This design comes from an exercise in tuning for small area, a short achievable clock period and few clock cycles per item on the open sky130 flow, not from production work.
The RTL was checked by simulation tests, not by an equivalence proof against the original design.
Power figures rest on the tool's default switching activity, not on a simulated workload.

## design/flow/run.sh

```bash
#!/bin/bash
# synth_recipe.tcl (not shown) runs the flow's synth.tcl, then flattens the netlist and writes it again
# the make line also repeats each setting of config.mk as NAME=value (left out here)
make -C /OpenROAD-flow-scripts/flow DESIGN_CONFIG=/design/flow/config.mk WORK_HOME=/design/flow/orfs CLKGATE_MAP_FILE= SYNTH_SCRIPT=/design/flow/synth_recipe.tcl finish
```

## design/flow/config.mk

```make
export PLATFORM = sky130hd
export DESIGN_NAME = cpu_core
export DESIGN_NICKNAME = cpu_core
export VERILOG_FILES = /design/flow/design.v
export SDC_FILE = /design/flow/constraint.sdc
export NUM_CORES = 4
export LEC_CHECK = 0
export CAP_MARGIN = 20
export CORE_MARGIN = 2
export CORE_UTILIZATION = 45
export PLACE_DENSITY = 0.6
export SLEW_MARGIN = 20
```

## design/flow/constraint.sdc

```tcl
create_clock -name core_clock -period 6.5 [get_ports {clk}]
set_input_delay 1.3000 -clock core_clock [delete_from_list [all_inputs] [get_ports {clk}]]
set_output_delay 1.3000 -clock core_clock [all_outputs]
set_load 0.01 [all_outputs]
```

## design/flow/design.v

```verilog
`timescale 1ns/1ps
`default_nettype none
package cpu_pkg;
    typedef enum logic [6-1:0] {
        OP_TRAP  = 6'd0,    
        OP_NOP   = 6'd1,
        OP_NOT   = 6'd8,    
        OP_AND   = 6'd9,
        OP_OR    = 6'd10,
        OP_XOR   = 6'd11,
        OP_SHFTR = 6'd12,   
        OP_SHFTL = 6'd13,
        OP_ROTR  = 6'd14,
        OP_ROTL  = 6'd15,
        OP_SWAP  = 6'd16,   
        OP_INC   = 6'd17,   
        OP_DEC   = 6'd18,
        OP_ADD   = 6'd19,
        OP_ADDC  = 6'd20,
        OP_SUB   = 6'd21,
        OP_SUBC  = 6'd22,
        OP_EQ    = 6'd23,   
        OP_GT    = 6'd24,
        OP_LT    = 6'd25,
        OP_GET   = 6'd26,
        OP_LET   = 6'd27
    } opcode_e;
    typedef enum logic [1:0] {
        FETCH,
        DECODE,
        EXECUTE,
        WRITE_BACK
    } state_e;
    typedef struct packed {
        opcode_e                     op;
        logic [3-1:0]  src1;
        logic [3-1:0]  src2;
        logic [3-1:0]  dst1;
        logic [3-1:0]  dst2;
        logic                        mode;    
        logic [20-6-4*3-2:0] spare;
    } instr_t;
    typedef struct packed {
        opcode_e                 op;
        logic [20-1:0]  a;
        logic [20-1:0]  b;
        logic                    carry_in;    
    } alu_req_t;
    typedef struct packed {
        logic [20-1:0]  result1;
        logic [20-1:0]  result2;     
        logic                    carry;
        logic                    zero;
        logic                    sign;
    } alu_rsp_t;
    typedef struct packed {
        logic carry;
        logic zero;
        logic sign;
        logic trap;     
    } status_t;
    typedef struct packed {
        logic                        we1;
        logic [3-1:0]  addr1;
        logic [20-1:0]      data1;
        logic                        we2;
        logic [3-1:0]  addr2;
        logic [20-1:0]      data2;
    } reg_wr_t;
endpackage
`default_nettype wire
`timescale 1ns/1ps
`default_nettype none
module reg_file (
    input  logic                        clk,
    input  logic                        reset,
    input  logic [3-1:0]  rd_addr1,
    input  logic [3-1:0]  rd_addr2,
    input  logic [3-1:0]  dbg_addr,
    output logic [20-1:0]      rd_data1,
    output logic [20-1:0]      rd_data2,
    output logic [20-1:0]      dbg_data,
    input  cpu_pkg::reg_wr_t                     wr
);
    logic [20-1:0] regs [8];    
    always_ff @(posedge clk) begin
        if (reset) begin
            for (int i = 0; i < 8; i++) begin
                regs[i] <= '0;                        
            end
        end else begin
            if (wr.we1) begin
                regs[wr.addr1] <= wr.data1;
            end
            if (wr.we2) begin
                regs[wr.addr2] <= wr.data2;           
            end
        end
    end
    assign rd_data1 = regs[rd_addr1];
    assign rd_data2 = regs[rd_addr2];
    assign dbg_data = regs[dbg_addr];    
endmodule
`default_nettype wire
`timescale 1ns/1ps
`default_nettype none
module alu (
    input  logic      clk,
    input  logic      reset,
    input  logic      go,
    input  cpu_pkg::alu_req_t  req,
    output cpu_pkg::alu_rsp_t  rsp
);
    localparam int W = 20;
    logic [W-1:0] a;           
    logic [W-1:0] b;
    logic [W:0]   wide;        
    logic         is_cmp;      
    cpu_pkg::alu_rsp_t     rsp_next;
    assign a = req.a;
    assign b = req.b;
    always_comb begin
        rsp_next = '0;
        wide     = '0;
        is_cmp   = 1'b0;
        case (req.op)
            cpu_pkg::OP_NOT: rsp_next.result1 = ~a;
            cpu_pkg::OP_AND: rsp_next.result1 = a & b;
            cpu_pkg::OP_OR:  rsp_next.result1 = a | b;
            cpu_pkg::OP_XOR: rsp_next.result1 = a ^ b;
            cpu_pkg::OP_SHFTR: begin
                rsp_next.result1 = {1'b0, a[W-1:1]};
                rsp_next.carry   = a[0];                   
            end
            cpu_pkg::OP_SHFTL: begin
                rsp_next.result1 = {a[W-2:0], 1'b0};
                rsp_next.carry   = a[W-1];
            end
            cpu_pkg::OP_ROTR: rsp_next.result1 = {a[0], a[W-1:1]};
            cpu_pkg::OP_ROTL: rsp_next.result1 = {a[W-2:0], a[W-1]};
            cpu_pkg::OP_SWAP: begin
                rsp_next.result1 = b;                      
                rsp_next.result2 = a;                      
            end
            cpu_pkg::OP_INC: begin
                wide             = {1'b0, a} + (W+1)'(1);
                rsp_next.result1 = wide[W-1:0];
                rsp_next.carry   = wide[W];                
            end
            cpu_pkg::OP_DEC: begin
                wide             = {1'b0, a} - (W+1)'(1);
                rsp_next.result1 = wide[W-1:0];
                rsp_next.carry   = wide[W];                
            end
            cpu_pkg::OP_ADD, cpu_pkg::OP_ADDC: begin
                wide = {1'b0, a} + {1'b0, b};
                if (req.op == cpu_pkg::OP_ADDC) begin
                    wide = wide + (W+1)'(req.carry_in);    
                end
                rsp_next.result1 = wide[W-1:0];
                rsp_next.carry   = wide[W];
            end
            cpu_pkg::OP_SUB, cpu_pkg::OP_SUBC: begin
                wide = {1'b0, a} - {1'b0, b};
                if (req.op == cpu_pkg::OP_SUBC) begin
                    wide = wide - (W+1)'(req.carry_in);    
                end
                rsp_next.result1 = wide[W-1:0];
                rsp_next.carry   = wide[W];                
            end
            cpu_pkg::OP_EQ: begin
                is_cmp        = 1'b1;
                rsp_next.sign = (a == b);
            end
            cpu_pkg::OP_GT: begin
                is_cmp        = 1'b1;
                rsp_next.sign = (a > b);
            end
            cpu_pkg::OP_LT: begin
                is_cmp        = 1'b1;
                rsp_next.sign = (a < b);
            end
            cpu_pkg::OP_GET: begin
                is_cmp        = 1'b1;
                rsp_next.sign = (a >= b);
            end
            cpu_pkg::OP_LET: begin
                is_cmp        = 1'b1;
                rsp_next.sign = (a <= b);
            end
            default: ;                                     
        endcase
        if (is_cmp) begin
            rsp_next.zero = (a == b);
        end else begin
            rsp_next.zero = (rsp_next.result1 == '0);
            rsp_next.sign = rsp_next.result1[W-1];
        end
    end
    always_ff @(posedge clk) begin
        if (reset) begin
            rsp <= '0;
        end else if (go) begin
            rsp <= rsp_next;           
        end
    end
endmodule
`default_nettype wire
`timescale 1ns/1ps
`default_nettype none
module status_reg (
    input  logic      clk,
    input  logic      reset,
    input  logic      update,
    input  cpu_pkg::opcode_e   op,
    input  cpu_pkg::alu_rsp_t  flags,
    output cpu_pkg::status_t   status
);
    always_ff @(posedge clk) begin
        if (reset) begin
            status <= '0;
        end else if (update) begin
            case (op)
                cpu_pkg::OP_TRAP: status.trap <= 1'b1;
                cpu_pkg::OP_SHFTR, cpu_pkg::OP_SHFTL, cpu_pkg::OP_INC, cpu_pkg::OP_DEC,
                cpu_pkg::OP_ADD, cpu_pkg::OP_ADDC, cpu_pkg::OP_SUB, cpu_pkg::OP_SUBC: begin
                    status.carry <= flags.carry;      
                    status.zero  <= flags.zero;
                    status.sign  <= flags.sign;
                end
                cpu_pkg::OP_NOT, cpu_pkg::OP_AND, cpu_pkg::OP_OR, cpu_pkg::OP_XOR, cpu_pkg::OP_ROTR, cpu_pkg::OP_ROTL: begin
                    status.zero  <= flags.zero;       
                    status.sign  <= flags.sign;
                end
                cpu_pkg::OP_EQ: status.zero <= flags.zero;     
                cpu_pkg::OP_GT, cpu_pkg::OP_LT, cpu_pkg::OP_GET, cpu_pkg::OP_LET: begin
                    status.zero  <= flags.zero;       
                    status.sign  <= flags.sign;       
                end
                default: ;                            
            endcase
        end
    end
endmodule
`default_nettype wire
`timescale 1ns/1ps
`default_nettype none
module control_fsm (
    input  logic                        clk,
    input  logic                        reset,
    input  logic                        instr_valid,
    input  cpu_pkg::instr_t                      instr,
    output logic                        instr_ready,
    output logic                        retire,
    output logic [3-1:0]  rd_addr1,
    output logic [3-1:0]  rd_addr2,
    input  logic [20-1:0]      rd_data1,
    input  logic [20-1:0]      rd_data2,
    output logic                        alu_go,
    output cpu_pkg::alu_req_t                    alu_req,
    input  cpu_pkg::alu_rsp_t                    alu_rsp,
    output cpu_pkg::reg_wr_t                     wr,
    output logic                        st_update,
    output cpu_pkg::opcode_e                     st_op,
    input  cpu_pkg::status_t                     status
);
    cpu_pkg::state_e                  state;
    cpu_pkg::instr_t                  instr_q;      
    logic [20-1:0]  op_a;         
    logic [20-1:0]  op_b;
    logic                    accept;
    logic                    has_dst1;     
    logic                    has_dst2;     
    logic                    wb_live;      
    assign instr_ready = (state == cpu_pkg::FETCH);
    assign accept      = instr_valid && instr_ready;
    always_ff @(posedge clk) begin
        if (reset) begin
            state <= cpu_pkg::FETCH;
        end else begin
            case (state)
                cpu_pkg::FETCH:      if (instr_valid) state <= cpu_pkg::DECODE;    
                cpu_pkg::DECODE:     state <= cpu_pkg::EXECUTE;
                cpu_pkg::EXECUTE:    state <= cpu_pkg::WRITE_BACK;
                cpu_pkg::WRITE_BACK: state <= cpu_pkg::FETCH;
                default:    state <= cpu_pkg::FETCH;
            endcase
        end
    end
    always_ff @(posedge clk) begin
        if (accept) begin
            instr_q <= instr;
        end
        if (state == cpu_pkg::DECODE) begin
            op_a <= rd_data1;
            op_b <= rd_data2;
        end
    end
    assign rd_addr1 = instr_q.src1;
    assign rd_addr2 = instr_q.src2;
    assign alu_go           = (state == cpu_pkg::EXECUTE);
    assign alu_req.op       = instr_q.op;
    assign alu_req.a        = op_a;
    assign alu_req.b        = op_b;
    assign alu_req.carry_in = status.carry;    
    always_comb begin
        has_dst1 = 1'b0;
        has_dst2 = 1'b0;
        case (instr_q.op)
            cpu_pkg::OP_NOT, cpu_pkg::OP_AND, cpu_pkg::OP_OR, cpu_pkg::OP_XOR,
            cpu_pkg::OP_SHFTR, cpu_pkg::OP_SHFTL, cpu_pkg::OP_ROTR, cpu_pkg::OP_ROTL,
            cpu_pkg::OP_INC, cpu_pkg::OP_DEC, cpu_pkg::OP_ADD, cpu_pkg::OP_ADDC, cpu_pkg::OP_SUB, cpu_pkg::OP_SUBC: has_dst1 = 1'b1;
            cpu_pkg::OP_SWAP: begin
                has_dst1 = 1'b1;
                has_dst2 = 1'b1;
            end
            default: ;                         
        endcase
    end
    assign wb_live = (state == cpu_pkg::WRITE_BACK) && !status.trap;
    assign wr.we1   = wb_live && has_dst1;
    assign wr.addr1 = instr_q.dst1;
    assign wr.data1 = alu_rsp.result1;
    assign wr.we2   = wb_live && has_dst2;
    assign wr.addr2 = instr_q.dst2;
    assign wr.data2 = alu_rsp.result2;
    assign st_update = wb_live;
    assign st_op     = instr_q.op;
    assign retire    = (state == cpu_pkg::WRITE_BACK);
endmodule
`default_nettype wire
`timescale 1ns/1ps
`default_nettype none
module cpu_core (
    input  logic                        clk,
    input  logic                        reset,
    input  logic                        instr_valid,
    input  logic [20-1:0]     instr,
    output logic                        instr_ready,
    output logic                        retire,
    output logic [3:0]                  status,
    input  logic [3-1:0]  dbg_addr,
    output logic [20-1:0]      dbg_data
);
    logic [3-1:0]  rd_addr1;
    logic [3-1:0]  rd_addr2;
    logic [20-1:0]      rd_data1;
    logic [20-1:0]      rd_data2;
    logic                        alu_go;
    cpu_pkg::alu_req_t                    alu_req;
    cpu_pkg::alu_rsp_t                    alu_rsp;
    cpu_pkg::reg_wr_t                     reg_wr;
    logic                        st_update;
    cpu_pkg::opcode_e                     st_op;
    cpu_pkg::instr_t                      instr_s;     
    cpu_pkg::status_t                     status_s;
    assign instr_s = instr;
    assign status  = status_s;
    control_fsm ctrl_i (
        .clk         (clk),
        .reset       (reset),
        .instr_valid (instr_valid),
        .instr       (instr_s),
        .instr_ready (instr_ready),
        .retire      (retire),
        .rd_addr1    (rd_addr1),
        .rd_addr2    (rd_addr2),
        .rd_data1    (rd_data1),
        .rd_data2    (rd_data2),
        .alu_go      (alu_go),
        .alu_req     (alu_req),
        .alu_rsp     (alu_rsp),
        .wr          (reg_wr),
        .st_update   (st_update),
        .st_op       (st_op),
        .status      (status_s)
    );
    reg_file regs_i (
        .clk      (clk),
        .reset    (reset),
        .rd_addr1 (rd_addr1),
        .rd_addr2 (rd_addr2),
        .dbg_addr (dbg_addr),
        .rd_data1 (rd_data1),
        .rd_data2 (rd_data2),
        .dbg_data (dbg_data),
        .wr       (reg_wr)
    );
    alu alu_i (
        .clk   (clk),
        .reset (reset),
        .go    (alu_go),
        .req   (alu_req),
        .rsp   (alu_rsp)
    );
    status_reg status_i (
        .clk    (clk),
        .reset  (reset),
        .update (st_update),
        .op     (st_op),
        .flags  (alu_rsp),
        .status (status_s)
    );
endmodule
`default_nettype wire
```

==> results by group <==
Run status
  • Status: complete, no violations

Setup path
  • Reg2Reg Launch Point: ctrl_i.op_a[7]
  • WP data arrival: 5.69 ns
  • CP max FO: 18
  • CP endpoint kind: register
  • Setup crit start: ctrl_i.op_a[7]
  • Startpoint Class: register
  • Setup CP Type: reg -> reg
  • WP data required: 6.99 ns

Final layout
  • Largest Register: regs_i.regs
  • Most common cell after layout, fill and taps aside: edfxtp_1
  • Most frequent cells in the layout: edfxtp_1, a22o_1, mux4_2, nor2_1, a21oi_1
  • Max FFs per register: 160
  • Fillers: 3,930
  • Top Registers: regs_i.regs x160, alu_i.rsp x43
  • Layout cells sized above 1: 0.1802
  • Antenna Cells: 0
  • Layout net count: 1,930
  • P&R area growth vs syn: 9.029%

Placement
  • Pre-CTS setup slack: 1.377 ns
  • RePlAce Congestion: 0.9825
  • Buffers on Ports: 49
  • DP HPWL: 44,790 um

Hold path
  • HP Class: reg -> reg
  • Hold Path Origin: alu_i.rsp[2]

STA
  • Setup TNS: 0 ns
  • PnR worst setup slack: 1.303 ns
  • Worst slew pin tran: 1.082 ns
  • Final Max Tran Viols: 0
  • Hold Vio Cnt, Final: 0
  • Final setup viols: 0
  • Clock skew: 0.02266 ns
  • Worst slew margin: 0.2753
  • Unrepaired setup endpoints after global routing: no
  • Fmax: 192.4 MHz
  • Crit path time final: 5.197 ns
  • Crit share post-route: 0.7996

Clock tree
  • CTS tree: yes
  • Clock root cell: clkbuf_16
  • Clock Path Buffers: 3
  • Worst-path clk slew: 0.07 ns
  • Post-CTS sizing: 0
  • Post-CTS Setup Bufs: 0
  • Worst skew pair latency: 0.57 ns
  • Cts hold-fix bufs: 0
  • CTS Sinks: 269
  • Num CTS Buffers: 29
  • Htree depth: 1

Yosys
  • Main synth FF type: edfxtp_1
  • FF+latch count, synth: 269
  • Sequential share of the synthesized area: 0.3715
  • Simple-Gate Fraction of Synth Area: 0.1295
  • Yosys top cell area share: 0.3214
  • Mapped Nets: 2,004
  • Synth Area in Adders: 0.04926
  • Number of synthesized flops with an enable pin: 218
  • Distinct cells, synth: 94
  • Area of the mapped netlist: 20,370 um2
  • Yosys Warn Count: 4
  • Cells after Synth: 1,899
  • Cell accounting for the most synthesized area: edfxtp_1
  • Post-synthesis mux area share: 0.1837
  • Avg Synthesized Cell Area: 10.73 um2
  • Main combinational cell family by area after synthesis: compound AO/OA/AOI/OAI gates
  • Top cells by area, synth: edfxtp_1, mux4_2, a22o_1
  • Post-Synth XOR/XNOR Area: 0.02408
  • Post-synthesis compound-gate area fraction: 0.1912
  • Share of flip-flops with an asynchronous set or reset: 0

GRT
  • GR Util All Layers: 0.2891
  • Number of global-route vias before repair: 16,514
  • Initial antenna violation count: 0
  • Largest net degree at the start of global routing: 83
  • Gr ovfl total: 0
  • First-pass GRT wire length: 103,200 um

Run
  • Max-cap violations: 0

Die
  • # rows: 77
  • Initial Utilization: 0.4587
  • Top Ports: 52
  • Chip height: 216.8 um
  • Die W: 216.8 um
  • Core Area: 44,410 um2
  • Die ar.: 46,990 um2

Power and ir drop
  • Pwr/cell area: 255.6 nW/um2
  • Leak pwr: 7.750 nW
  • Maximum vdd drop: 0.2422 mV

Route
  • Antenna Violating Nets Remaining: 0
  • First-pass DRT Iterations: 5
  • DR DRC count: 0
  • Vias/cell: 6.892
  • Total wire length: 68,680 um
  • DR iter-0 viols: 2,063
  • Drt wl/cell: 28.15 um
  • Vias: 16,816
final timing paths:
kind	to	slack (ns)	cells past startpoint
setup / recovery	alu_i.rsp[1]	1.30	13
hold / removal	alu_i.rsp[2]	0.48	2
setup reg to reg	alu_i.rsp[1]	1.30	13
hold reg to reg	alu_i.rsp[2]	0.48	2
through the flow:
| stage | utilization | hold WS [ns] | cells | cell area (um2) | power (mW) |
|---|---|---|---|---|---|
| finish | 0.5001 | 0.4824 | 2440 | 22210 | 5.677 |
| global route | 0.5001 | 0.4913 | 2440 | 22210 | 5.911 |
| CTS | 0.4997 | 0.4740 | 2439 | 22190 | 5.646 |
| detailed placement | 0.4779 | 0.4566 | 2385 | 21230 | 3.948 |
| global placement | 0.4779 | 0.4462 | 2385 | 21220 | 3.920 |
| floorplan | - | 0.4244 | 1899 | 20370 | 3.440 |
power breakdown:
| group | switching [mW] | internal, mW |
|---|---|---|
| combinational | 1.10 | 0.699 |
| clock | 0.722 | 0.990 |
| sequential | 0.182 | 1.99 |
cell type report:
| class | instances | area [um2] | area share |
|---|---|---|---|
| clock buffer | 39 | 803.3 | 0.03617 |
| clock inverter | 15 | 162.7 | 0.007324 |
| inverter | 70 | 262.8 | 0.01183 |
| multi-input combinational | 1362 | 11870 | 0.5342 |
| sequential | 269 | 7567 | 0.3407 |
| tap | 592 | 740.7 | 0.03335 |
| timing repair buffer | 93 | 808.3 | 0.03639 |
cell usage after synthesis, types with 7 or more instances:
master and count:
a211oi_1 37, a21o_1 7, a21oi_1 90, a221oi_1 25
a22o_1 164, a311oi_1 8, a31oi_1 10, and3_1 11
buf_1 56, buf_2 17, clkbuf_1 123, dfxtp_1 51
edfxtp_1 218, ha_1 77, inv_1 69, mux2_2 63
mux2i_1 33, mux4_2 120, nand2_1 77, nand2b_1 36
nand3_1 59, nand4_1 29, nor2_1 112, nor2b_1 21
nor3_1 54, nor4_1 17, nor4b_1 10, o2111ai_1 8
o211ai_1 18, o21a_1 8, o21ai_0 33, o221ai_1 8
o22ai_1 27, or2_2 7, or3_1 16, xnor2_1 43
xor2_1 13
per-layer routing:
metal	global-route usage	part of all wire	vias to the layer above
li1	-	-	7331
met1	0.3943	0.41	8456
met2	0.4847	0.48	906
met3	0.03382	0.087	123
met4	0.08858	0.028	0
met5	0	0	-
logic make-up after synthesis:
family,Yosys count
AOI/OAI and AO/OA,515
xor gates and xnor gates,56
adders and majority gates,79
buffers and inverters,268
DFF,269
muxes,216
and+or+nand+nor,496
worst max-delay path, stage by stage, from the launching register on:
cell and delay (ns):
edfxtp_1 0.66, inv_1 0.18, ha_1 0.57, nor2_1 0.43
nand2_1 0.20, a31oi_1 0.34, mux2_2 0.39, nor4_2 0.43
nand4_1 0.29, nor3_1 0.27, xor2_1 0.14, a221oi_1 0.63
nand3_1 0.31, o31ai_1 0.26
Testbench counts, summed over its fixed seeds: cycles 52,248, items 13,062.

-- port drivers added, routing unchanged --
How much do the figures lean on ideal ports? The routed layout below was timed once more, with nothing changed but the port constraints.
Step 1 sets driving cells, clkbuf_16 on the clock port and buf_2 on the other inputs (assumed; they add their load-dependent delay and slew).
Step 2 times the ports against the registers' clock, not the clock port: input delays grow and output delays shrink by t, the midpoint of the rising clock arrivals with the driver on.
a / b / c = no drivers / after step 1 / after step 2; a / b = the first two.
shift t [ns]: 0.619
slack for setup (ns): 1.303 / 1.303 / 1.303
worst setup path after step 2: register to register
worst register clock-pin slew, ns: 0.07 / 0.07
worst slew at a driven data input, ns: 0.04
After both steps this run still meets setup and hold. For this run, drivers alone change the setup slack by 0.000 ns; drivers and shift together by 0.000 ns.
